This design comes from an exercise in tuning for small area and a short achievable clock period on the open sky130 flow, not from production work.
Only simulation tests tie the RTL to the original design; equivalence was not proved.
No activity file was given, so power comes from the tool's default toggle rates.

$ cat flow/config.mk
export PLATFORM = sky130hd
export DESIGN_NAME = pkt_capture_top
export DESIGN_NICKNAME = pkt_capture_top
export VERILOG_FILES = /design/flow/design.v
export SDC_FILE = /design/flow/constraint.sdc
export NUM_CORES = 4
export LEC_CHECK = 0
export CAP_MARGIN = 20
export CORE_MARGIN = 2
export CORE_UTILIZATION = 40
export SLEW_MARGIN = 20
$ cat flow/constraint.sdc
create_clock -name core_clock -period 7.0 [get_ports {clk}]
set_input_delay 1.4000 -clock core_clock [delete_from_list [all_inputs] [get_ports {clk}]]
set_output_delay 1.4000 -clock core_clock [all_outputs]
set_load 0.01 [all_outputs]
$ cat flow/design.v
`timescale 1ns/1ps
`default_nettype none
module pkt_capture_top (
    input  wire         clk,
    input  wire         reset,
    input  wire  [31:0] i_base_addr,
    input  wire         i_rx_valid,
    input  wire         i_rx_first,
    input  wire         i_rx_last,
    input  wire  [2:0]  i_rx_last_bytes,
    input  wire  [31:0] i_rx_data,
    input  wire         i_ts_set,
    input  wire  [31:0] i_ts_sec,
    input  wire  [31:0] i_ts_nsec,
    output logic [31:0] o_av_address,
    output logic [31:0] o_av_writedata,
    output logic        o_av_write,
    output logic [2:0]  o_av_burstcount,
    input  wire         i_av_waitrequest,
    output logic [15:0] o_drop_count,
    output logic        o_record_done
);
    logic [31:0] ts_sec;
    logic [29:0] ts_nsec;
    logic        ts_wrap;
    assign ts_wrap = (ts_nsec >= 30'd999_999_980);
    always_ff @(posedge clk) begin
        if (!reset) begin
            ts_sec  <= '0;
            ts_nsec <= '0;
        end else if (i_ts_set) begin
            ts_sec  <= i_ts_sec;
            ts_nsec <= i_ts_nsec[29:0];
        end else if (ts_wrap) begin
            ts_sec  <= ts_sec + 1'b1;
            ts_nsec <= ts_nsec - 30'd999_999_980;
        end else begin
            ts_nsec <= ts_nsec + 30'd20;
        end
    end
    logic [6:0]  wr;         
    logic [6:0]  rd;         
    logic [5:0]  rdf;        
    logic [3:0]  dwr;        
    logic [3:0]  dwr_vis;    
    logic [3:0]  drd;        
    logic [6:0]  fill;
    logic [3:0]  dfill;
    logic        full;
    logic        dfull;
    logic        room_ok;
    assign fill    = wr - rd;
    assign dfill   = dwr - drd;
    assign full    = fill[6];
    assign dfull   = dfill[3];
    assign room_ok = (fill <= 7'd48) && !dfull;
    logic        keep_pkt;
    logic        in_pkt;     
    logic [3:0]  wc;         
    logic        keep_word;
    assign keep_word = i_rx_first ? room_ok : keep_pkt;
    always_ff @(posedge clk) begin
        if (!reset) begin
            keep_pkt     <= 1'b0;
            in_pkt       <= 1'b0;
            wc           <= '0;
            o_drop_count <= '0;
            wr           <= '0;
            dwr          <= '0;
        end else if (i_rx_valid) begin
            wc     <= i_rx_first ? 4'd1 : wc + 1'b1;
            in_pkt <= keep_word && !i_rx_last;
            if (i_rx_first) begin
                keep_pkt <= room_ok;
                if (!room_ok) begin
                    o_drop_count <= o_drop_count + 1'b1;
                end
            end
            if (keep_word) begin
                wr <= wr + 1'b1;
                if (i_rx_last) begin
                    dwr <= dwr + 1'b1;
                end
            end
        end
    end
    logic [31:0] mem   [64];
    logic [31:0] d_sec [8];
    logic [29:0] d_nsec[8];
    logic [3:0]  d_wc  [8];      
    logic [1:0]  d_lb  [8];      
    always_ff @(posedge clk) begin
        for (int i = 0; i < 64; i++) begin
            if (!full && wr[5:0] == 6'(i)) begin
                mem[i] <= i_rx_data;
            end
        end
    end
    always_ff @(posedge clk) begin
        for (int i = 0; i < 8; i++) begin
            if (!dfull && dwr[2:0] == 3'(i)) begin
                if (!in_pkt) begin
                    d_sec[i]  <= ts_sec;
                    d_nsec[i] <= ts_nsec;
                end
                d_wc[i] <= i_rx_first ? 4'd0 : wc;
                d_lb[i] <= i_rx_last_bytes[1:0];
            end
        end
    end
    logic [29:0] nsec_q;
    logic [6:0]  len_q;
    logic [4:0]  rec_left;   
    logic [1:0]  blft;       
    logic [1:0]  hdr;
    logic        dphase;
    logic        d_vis;
    logic        acc;
    logic [3:0]  h_wc;
    logic [1:0]  h_lb;
    logic [6:0]  h_len;
    logic [2:0]  bc_next;
    assign d_vis   = (dwr_vis != drd);
    assign acc     = o_av_write && !i_av_waitrequest;
    assign h_wc    = d_wc[drd[2:0]];
    assign h_lb    = d_lb[drd[2:0]];
    assign h_len   = {1'b0, h_wc, 2'b00} + {4'b0, (h_lb == 2'd0), h_lb};
    assign bc_next = (rec_left > 5'd5) ? 3'd4 : 3'(rec_left - 5'd1);
    always_ff @(posedge clk) begin
        if (!reset) begin
            o_av_write    <= 1'b0;
            o_record_done <= 1'b0;
            o_av_address  <= i_base_addr;
            dwr_vis       <= '0;
            drd           <= '0;
            rd            <= '0;
            rdf           <= '0;
        end else begin
            dwr_vis       <= dwr;
            o_record_done <= 1'b0;
            if (!o_av_write) begin
                if (d_vis) begin
                    o_av_write <= 1'b1;
                    drd        <= drd + 1'b1;
                end
            end else if (acc) begin
                if (dphase) begin
                    rd <= rd + 1'b1;
                end
                if (dphase ? (rec_left != 5'd1) : (hdr == 2'd3)) begin
                    rdf <= rdf + 1'b1;
                end
                if (blft == 2'd0) begin
                    o_av_address <= o_av_address + {27'b0, o_av_burstcount, 2'b00};
                    if (rec_left == 5'd1) begin
                        o_av_write    <= 1'b0;
                        o_record_done <= 1'b1;
                    end
                end
            end
        end
    end
    always_ff @(posedge clk) begin
        if (!o_av_write) begin
            o_av_writedata  <= d_sec[drd[2:0]];
            nsec_q          <= d_nsec[drd[2:0]];
            len_q           <= h_len;
            rec_left        <= 5'(h_wc) + 5'd5;
            blft            <= 2'd3;
            o_av_burstcount <= 3'd4;
            hdr             <= '0;
            dphase          <= 1'b0;
        end else if (acc) begin
            rec_left <= rec_left - 1'b1;
            blft     <= blft - 1'b1;
            if (!dphase) begin
                hdr <= hdr + 1'b1;
                if (hdr == 2'd3) begin
                    dphase <= 1'b1;
                end
            end
            if (!dphase && hdr == 2'd0) begin
                o_av_writedata <= {2'b00, nsec_q};
            end else if (!dphase && hdr != 2'd3) begin
                o_av_writedata <= {25'b0, len_q};
            end else begin
                o_av_writedata <= mem[rdf];
            end
            if (blft == 2'd0) begin
                o_av_burstcount <= bc_next;
                blft            <= 2'(bc_next - 3'd1);
            end
        end
    end
endmodule
`default_nettype wire
$ cat flow/run.sh
#!/bin/bash
# synth_recipe.tcl (not shown) runs the flow's synth.tcl, then flattens the netlist and writes it again
# the make line also repeats each setting of config.mk as NAME=value (left out here)
make -C /OpenROAD-flow-scripts/flow DESIGN_CONFIG=/design/flow/config.mk WORK_HOME=/design/flow/orfs CLKGATE_MAP_FILE= SYNTH_SCRIPT=/design/flow/synth_recipe.tcl finish
==> summary.md, run 1 <==
| Metric | Value |
|---|---|
| Outcome | no timing/DRC/antenna violations |
| Top achievable clock speed | 185 MHz |
| Largest net degree at the start of global routing | 87 |
| Design area | 0.124 mm² |
| CP required | 7560 ps |
| Critical path class | flip-flop to flip-flop |
| Setup-failing EPs final | 0 |
| Chip width | 521 µm |
| Synth Cell Area | 0.107 mm² |
| Hold Crit Class | flip-flop to flip-flop |
| Worst path max stage delay | 1030 ps |
| CP arrival | 5970 ps |
| Leak Pwr | 40.6 nW |
| Drt wl/cell | 40.0 µm |
| Clock Pin Slew Worst Setup and Hold Paths | 60 ps |
| Peak supply drop | 0.236 mV |
| Power share of the sequential group | 0.522 |
| Placed Area | 0.115 mm² |
| Die Height | 521 µm |
| CP top delay family | compound AO/OA/AOI/OAI gates |
| Skew-Pair Late Insertion Delay | 900 ps |
| Vias | 72000 |
| Cell area power density | 307 mW/mm² |
| Initial Util | 0.402 |
| CORE AREA | 0.265 mm² |
| FP Rows | 189 |
| Top Ports | 223 |
| Post-synth cell types | 76 |
| Iteration-0 DRC Markers | 15800 |
| Seq/Total Area, Yosys | 0.783 |
| Synth top area cells | edfxtp_1 76%, a22oi_1 5.3%, dfxtp_1 2.4% |
| Number of synthesized flops with an enable pin | 2698 |
| Overflow after GRT | 0 |
| Slowest CP cell | a211oi_2 |
| Sw Ratio | 0.242 |
| Clock skew | 64.8 ps |
| Setup Buffers After CTS | 0 |
| Max_cap viols | 0 |
| Post-CTS Resized | 0 |
| Register area | 0.0835 mm² |
| Clock power frac | 0.386 |
| Unrepaired setup endpoints after global routing | no |
| # nets final | 7052 |
| Crit path cell chain | nand2b_2, nor2_4, buf_4, a2111oi_0, nand3_1, or4_1, a211oi_2, o221ai_1 |
| Share of the synthesized area in the top cell type | 0.759 |
| Area growth syn-to-layout | 16.1% |
| Syn Nets | 6660 |
| Total routed wirelength | 427000 µm |
| Number of filler cells placed in the layout | 22600 |
| Avg Cell Area, Syn | 16.5 µm² |
| Tot Pwr | 38.1 mW |
| Yosys warns | 6 |
| Final Max Tran Viols | 0 |
| Drt first pass iters | 9 |
| Final HPWL DP | 239000 µm |
| First-pass GRT wire length | 565000 µm |
| Post-synthesis cell count | 6478 |
| Total CTS buffers | 282 |
| Post-route setup TNS | 0 ps |
| Clk root buf | clkbuf_16 |
| Slew @ Worst Pin | 1270 ps |
| Most used DFF post-synth | edfxtp_1 |
| CTS tree | yes |
| Combinational power share | 0.093 |
| GRT Util Overall | 0.305 |
| Buf/Inv on CP | 1 |
| Area of the die | 0.271 mm² |
| Critical Path Start Type | flip-flop |
| Vias/cell | 6.76 |
| Internal power | 28.9 mW |
| Vias in the first global route | 65600 |
| Crit. End Element | flip-flop |
| CTS Hold Bufs | 0 |
| #FFs+latches synth | 2824 |
| Clock buffer depth | 4 |
| Final min period | 5400 ps |
| CTS sink count | 2824 |
| # DRC | 0 |
| Post-synth ARST share | 0 |
| Worst slew margin | 0.149 |
| Post-DRT Antenna Nets | 0 |
| Port bufs | 219 |
| Switching Power | 9.22 mW |
| Layout cells sized above 1 | 0.138 |
| Period utilization | 0.772 |
| Synth area leader | edfxtp_1 |
| CP Max Fanout | 17 |
| RePlAce Congestion | 0.915 |
| Hold Vio Cnt, Final | 0 |
| Multi-input logic area | 0.0227 mm² |
| Initial antenna violation count | 63 |
| H-Tree Depth | 5 |
==> synthesized netlist by cell type, types with 27 or more instances <==
cell       instances
a2111oi_0        118
nor2_1           299
a211oi_1          38
nor3_1            31
buf_2             29
xor2_1            47
mux2_2           108
nand2_1          254
a222oi_1          98
inv_1             49
a21oi_1          118
or4_1             65
xnor2_1           50
buf_1             27
and3_1           391
edfxtp_1        2698
o21ai_0           85
ha_1              43
a22oi_1          759
dfxtp_1          126
a41oi_1           41
nand4_1          122
nand3_1          232
clkbuf_1         324
==> power groups by stage <==
stage	clock network, mW	registers [mW]	logic [mW]
after CTS	14.7	19.9	3.50
after detailed placement	0	20.2	3.48
after global routing	15.3	19.9	3.74
final	14.7	19.9	3.53
after global placement	0	20.2	3.43
after floorplan	0	20.1	1.74
==> final timing paths <==
kind | cells past startpoint | to | start | slack, ps
worst max-delay path | 8 | o_av_writedata[11] | rdf[3] | 1600
worst min-delay path | 2 | wc[2] | wc[2] | 480
worst max register to register | 8 | o_av_writedata[11] | rdf[3] | 1600
worst min register to register | 2 | wc[2] | wc[2] | 480
==> final cells by class <==
type | count | share of cell area
clock buffers | 368 | 0.0614
multi-input cells | 3220 | 0.183
clock inverters | 122 | 0.00856
repair buffers | 491 | 0.0348
inverters | 51 | 0.00155
diodes | 45 | 0.000908
flip-flops and latches | 2824 | 0.674
well taps | 3533 | 0.0357
==> layout by cell type, fill, tap and decap left out, types with 41 or more instances in the layout <==
master,instances
edfxtp_1,2698
a22oi_1,759
and3_1,384
clkbuf_16,290
buf_4,265
nand2_1,251
nand3_1,232
clkdlybuf4s50_1,185
nor2_1,173
nor2_4,126
dfxtp_1,124
nand4_1,122
a21oi_1,118
a2111oi_0,117
mux2_2,108
a222oi_1,98
o21ai_0,85
clkbuf_1,72
or4_1,65
clkinv_1,52
xnor2_1,50
inv_1,48
xor2_1,47
diode_2,45
a41oi_1,41
==> registers in the layout, indices dropped and copies added (netlist names), 5 cells and up <==
name and flops:
rec_left 5, ts_nsec 30, wr 7, rdf 6
d_wc 32, ts_sec 32, rd 7, len_q 7
nsec_q 30, d_lb 16, d_nsec 240, o_drop_count 16
o_av_writedata 32, mem 2048, o_av_address 32, d_sec 256
==> tightest hold or removal path, cell delays in order, from the launching register on <==
cell and delay (ps):
dfxtp_1 330, nand2_1 60, a21oi_1 50
==> through the flow <==
step	worst slack, ps	util	cells	hold slack, ps
floorplan	2420	-	6478	448
finish	1600	0.467	10700	484
detailed placement	1910	0.434	10100	478
CTS	1880	0.466	10600	487
global placement	1990	0.433	10100	473
global route	1610	0.467	10600	524
==> logic make-up after synthesis <==
family                   Yosys count  synth area share
AND/OR/NAND/NOR                 1550            0.0764
multiplexers                     119            0.0124
XOR/XNOR                          97           0.00796
adder cells (fa/ha/maj)           44           0.00523
buffers and inverters            434            0.0157
flip-flops                      2824             0.783
AO/OA/AOI/OAI                   1410            0.0996
==> routing by layer <==
metal | up-vias | track usage | part of all wire
met3 | 1523 | 0.111 | 0.17
met4 | 26 | 0.161 | 0.065
met2 | 6947 | 0.447 | 0.43
met1 | 36200 | 0.397 | 0.34
li1 | 27300 | - | -
met5 | - | 0 | 0.00039
==> inputs of run 2 (changes only) <==
--- a/flow/design.v
+++ b/flow/design.v
@@ -40,7 +40,8 @@
     end
     logic [6:0]  wr;         
     logic [6:0]  rd;         
-    logic [5:0]  rdf;        
+    logic [7:0]  rfa;        
+    logic [7:0]  rfb;        
     logic [3:0]  dwr;        
     logic [3:0]  dwr_vis;    
     logic [3:0]  drd;        
@@ -120,6 +121,18 @@
     logic [1:0]  h_lb;
     logic [6:0]  h_len;
     logic [2:0]  bc_next;
+    logic [31:0] fetch;
+    logic [31:0] fetch_grp [8];
+    always_comb begin
+        fetch = '0;
+        for (int b = 0; b < 8; b++) begin
+            fetch_grp[b] = '0;
+            for (int a = 0; a < 8; a++) begin
+                fetch_grp[b] = fetch_grp[b] | (mem[8*b+a] & {32{rfa[a]}});
+            end
+            fetch = fetch | (fetch_grp[b] & {32{rfb[b]}});
+        end
+    end
     assign d_vis   = (dwr_vis != drd);
     assign acc     = o_av_write && !i_av_waitrequest;
     assign h_wc    = d_wc[drd[2:0]];
@@ -134,7 +147,8 @@
             dwr_vis       <= '0;
             drd           <= '0;
             rd            <= '0;
-            rdf           <= '0;
+            rfa           <= 8'd1;
+            rfb           <= 8'd1;
         end else begin
             dwr_vis       <= dwr;
             o_record_done <= 1'b0;
@@ -148,7 +162,10 @@
                     rd <= rd + 1'b1;
                 end
                 if (dphase ? (rec_left != 5'd1) : (hdr == 2'd3)) begin
-                    rdf <= rdf + 1'b1;
+                    rfa <= {rfa[6:0], rfa[7]};
+                    if (rfa[7]) begin
+                        rfb <= {rfb[6:0], rfb[7]};
+                    end
                 end
                 if (blft == 2'd0) begin
                     o_av_address <= o_av_address + {27'b0, o_av_burstcount, 2'b00};
@@ -184,7 +201,7 @@
             end else if (!dphase && hdr != 2'd3) begin
                 o_av_writedata <= {25'b0, len_q};
             end else begin
-                o_av_writedata <= mem[rdf];
+                o_av_writedata <= fetch;
             end
             if (blft == 2'd0) begin
                 o_av_burstcount <= bc_next;
--- a/flow/config.mk
+++ b/flow/config.mk
@@ -8,4 +8,8 @@
 export CAP_MARGIN = 20
 export CORE_MARGIN = 2
 export CORE_UTILIZATION = 40
+export CTS_CLUSTER_DIAMETER = 90
+export CTS_CLUSTER_SIZE = 25
+export SETUP_SLACK_MARGIN = 3.8
 export SLEW_MARGIN = 20
+export TNS_END_PERCENT = 5
==> summary.md, run 2 <==
| Metric | Value |
|---|---|
| Die Height | 518 µm |
| Post-synth ARST share | 0 |
| Clk root buf | clkbuf_16 |
| FP Rows | 188 |
| Initial Util | 0.402 |
| CP Max Fanout | 59 |
| Seq/Total Area, Yosys | 0.794 |
| Largest net degree at the start of global routing | 108 |
| Top Ports | 223 |
| Total CTS buffers | 135 |
| Chip width | 518 µm |
| Cell area power density | 276 mW/mm² |
| Post-route setup TNS | 0 ps |
| Crit. End Element | flip-flop |
| Drt first pass iters | 6 |
| Area growth syn-to-layout | 12.2% |
| Total routed wirelength | 322000 µm |
| GRT Util Overall | 0.232 |
| Worst slew margin | 0.187 |
| Clock buffer depth | 3 |
| Setup-failing EPs final | 0 |
| Vias in the first global route | 59300 |
| Layout cells sized above 1 | 0.120 |
| Synth Cell Area | 0.105 mm² |
| Drt wl/cell | 32.1 µm |
| Slowest CP cell | nand4_1 |
| Skew-Pair Late Insertion Delay | 830 ps |
| Pre-CTS setup slack | 1690 ps |
| Clock Pin Slew Worst Setup and Hold Paths | 100 ps |
| Post-synth cell types | 69 |
| Crit path launch | rfa[5] |
| Critical Path Start Type | flip-flop |
| Unrepaired setup endpoints after global routing | yes |
| Most flop-heavy register | mem |
| First-pass GRT wire length | 451000 µm |
| Hold wc startpoint | keep_pkt |
| Crit path cell chain | buf_12, a22oi_1, nand4_1, a22oi_1, nand4_1, a221o_1 |
| RePlAce Congestion | 0.840 |
| Outcome | no timing/DRC/antenna violations |
| Vias/cell | 6.23 |
| #FFs+latches synth | 2834 |
| Area of the die | 0.268 mm² |
| Worst path max stage delay | 850 ps |
| Top-count cell post-synth | edfxtp_1 |
| Top achievable clock speed | 279 MHz |
| Worst setup margin | 3410 ps |
| Multi-input logic area | 0.0211 mm² |
| Most common cell after layout, fill and taps aside | edfxtp_1 |
| WHS Path Cells | 2 |
| Post-DRT Antenna Nets | 0 |
| Period utilization | 0.513 |
| Clock skew | 46.5 ps |
| Iteration-0 DRC Markers | 9240 |
| Hold slack | 470 ps |
| Yosys warns | 7 |
| Worst reg2reg path depth | 6 |
| Synth area leader | edfxtp_1 |
| Placed Area | 0.113 mm² |
| Initial antenna violation count | 29 |
| CP required | 7580 ps |
| Core Util, Final | 0.451 |
| H-Tree Depth | 4 |
| Max reg flops | 2048 |
| Final HPWL DP | 179000 µm |
| Number of synthesized flops with an enable pin | 2698 |
| Final Max Tran Viols | 0 |
| DP Cell Count | 9688 |
| # DRC | 0 |
| CTS sink count | 2834 |
| # nets final | 6618 |
| Critical path class | flip-flop to flip-flop |
| Register area | 0.0838 mm² |
| Most frequent cells in the layout | 2698 x edfxtp_1, 1120 x a22oi_1, 321 x nand4_1 |
| Port bufs | 219 |
| Top flop regs | mem x2048, d_sec x256, d_nsec x240 |
| Reg-to-reg startpoint | rfa[5] |
| Number of filler cells placed in the layout | 22500 |
| Post-synthesis cell count | 6188 |
| Top cells by count, synth | 2698 x edfxtp_1, 1135 x a22oi_1, 329 x clkbuf_1 |
| CORE AREA | 0.262 mm² |
| Leak Pwr | 35.3 nW |
| Most used DFF post-synth | edfxtp_1 |
| Avg Cell Area, Syn | 17.0 µm² |
| Tot Pwr | 32.6 mW |
| Hold Crit Class | flip-flop to flip-flop |
| Peak supply drop | 0.276 mV |
| Max_cap viols | 0 |
| Non-Filler Instances | 10000 |
| Overflow after GRT | 0 |
| Slew @ Worst Pin | 1220 ps |
| Final min period | 3590 ps |
| Syn Nets | 6366 |
| Hold Vio Cnt, Final | 0 |
| Synth top area cells | edfxtp_1 77%, a22oi_1 8.1%, dfxtp_1 2.6% |
| Vias | 62400 |
| Design area | 0.118 mm² |
| CP arrival | 4170 ps |
| Share of the synthesized area in the top cell type | 0.768 |
| CTS tree | yes |
## run 2: cell count changes after synthesis, moves of 59 or more
cell and delta:
a22oi_1 +376, nand3_1 -181, nand4_1 +199, and3_1 -358, a2111oi_0 -114, or4_1 -59
## run 2: cells by family after synthesis
family,Yosys count,share of synthesized area
simple gates,977,0.0469
xor+xnor,116,0.00963
compound gates,1641,0.115
flops,2834,0.794
fa+ha+maj,40,0.00482
buf+inv,453,0.0163
mux,127,0.0133
## run 2: critical path: cells and delay by family, from the launching register on
kind | cells | cell delay (ps)
compound gates | 3 | 1410
buf+inv | 1 | 270
flops | 1 | 510
simple gates | 2 | 1000
## run 2: area by class of cell
type,instances,area share
Antenna cell,8,0.000169
Clock buffer,167,0.0307
Clock inverter,23,0.00208
Inverter,41,0.00131
Multi-Input combinational cell,2923,0.178
Sequential cell,2834,0.708
Tap cell,3515,0.0372
Timing Repair Buffer,505,0.0422
## run 2: path summary, 6_finish.rpt
path	endpoint	slack (ps)
setup / recovery	o_av_writedata[15]	3410
hold / removal	keep_pkt	470
setup reg to reg	o_av_writedata[15]	3410
hold reg to reg	keep_pkt	470
## run 2: power breakdown
group	total (mW)	leakage, nW	internal [mW]	switching (mW)
clock	8.97	1.89	3.74	5.23
combinational	3.74	7.69	1.25	2.49
sequential	19.9	25.7	19.5	0.445
total	32.6	35.3	24.4	8.16
## run 2: repair_timing
item	CTS	global route
gates resized for setup	97	22
pin swaps	74	9
endpoints found under the setup margin	2674	2570
buffers inserted	95	12
gates cloned	23	0
hold buffers	0	0
## run 2: routing by layer
layer / share of wire / GRT usage / vias to the layer above
li1: - / - / 25900
met1: 0.40 / 0.327 / 32600
met2: 0.48 / 0.376 / 3531
met3: 0.099 / 0.0430 / 446
met4: 0.024 / 0.0533 / 8
met5: 0.00016 / 0 / -

[separate check: timing with driven ports]
No port has a modelled driver above. Below, the same layouts with a new extraction and two added sets of constraints.
Step 1 sets driving cells, clkbuf_16 on the clock port and buf_2 on the other inputs (assumed; they add their load-dependent delay and slew).
Step 2 adds t to the input delays and takes it off the output delays; t is the mean of the earliest and latest rising clock arrival at the registers after step 1. Input paths then give back, and output paths get back, about the clock's delay inside the block.
Slacks: ideal / step 1 / step 2; pairs: ideal / step 1.
run | shift t [ns] | slack for setup (ns) | latest minus earliest clock arrival (ns)
run 1 | 0.957 | 1.596 / 1.596 / 1.596 | 0.071 / 0.072
run 2 | 0.907 | 3.411 / 3.411 / 3.313 | 0.053 / 0.053
After both steps setup and hold are still met in every run listed. For run 2, which loses most, drivers alone change the setup slack by 0.000 ns; drivers and shift together by -0.098 ns.
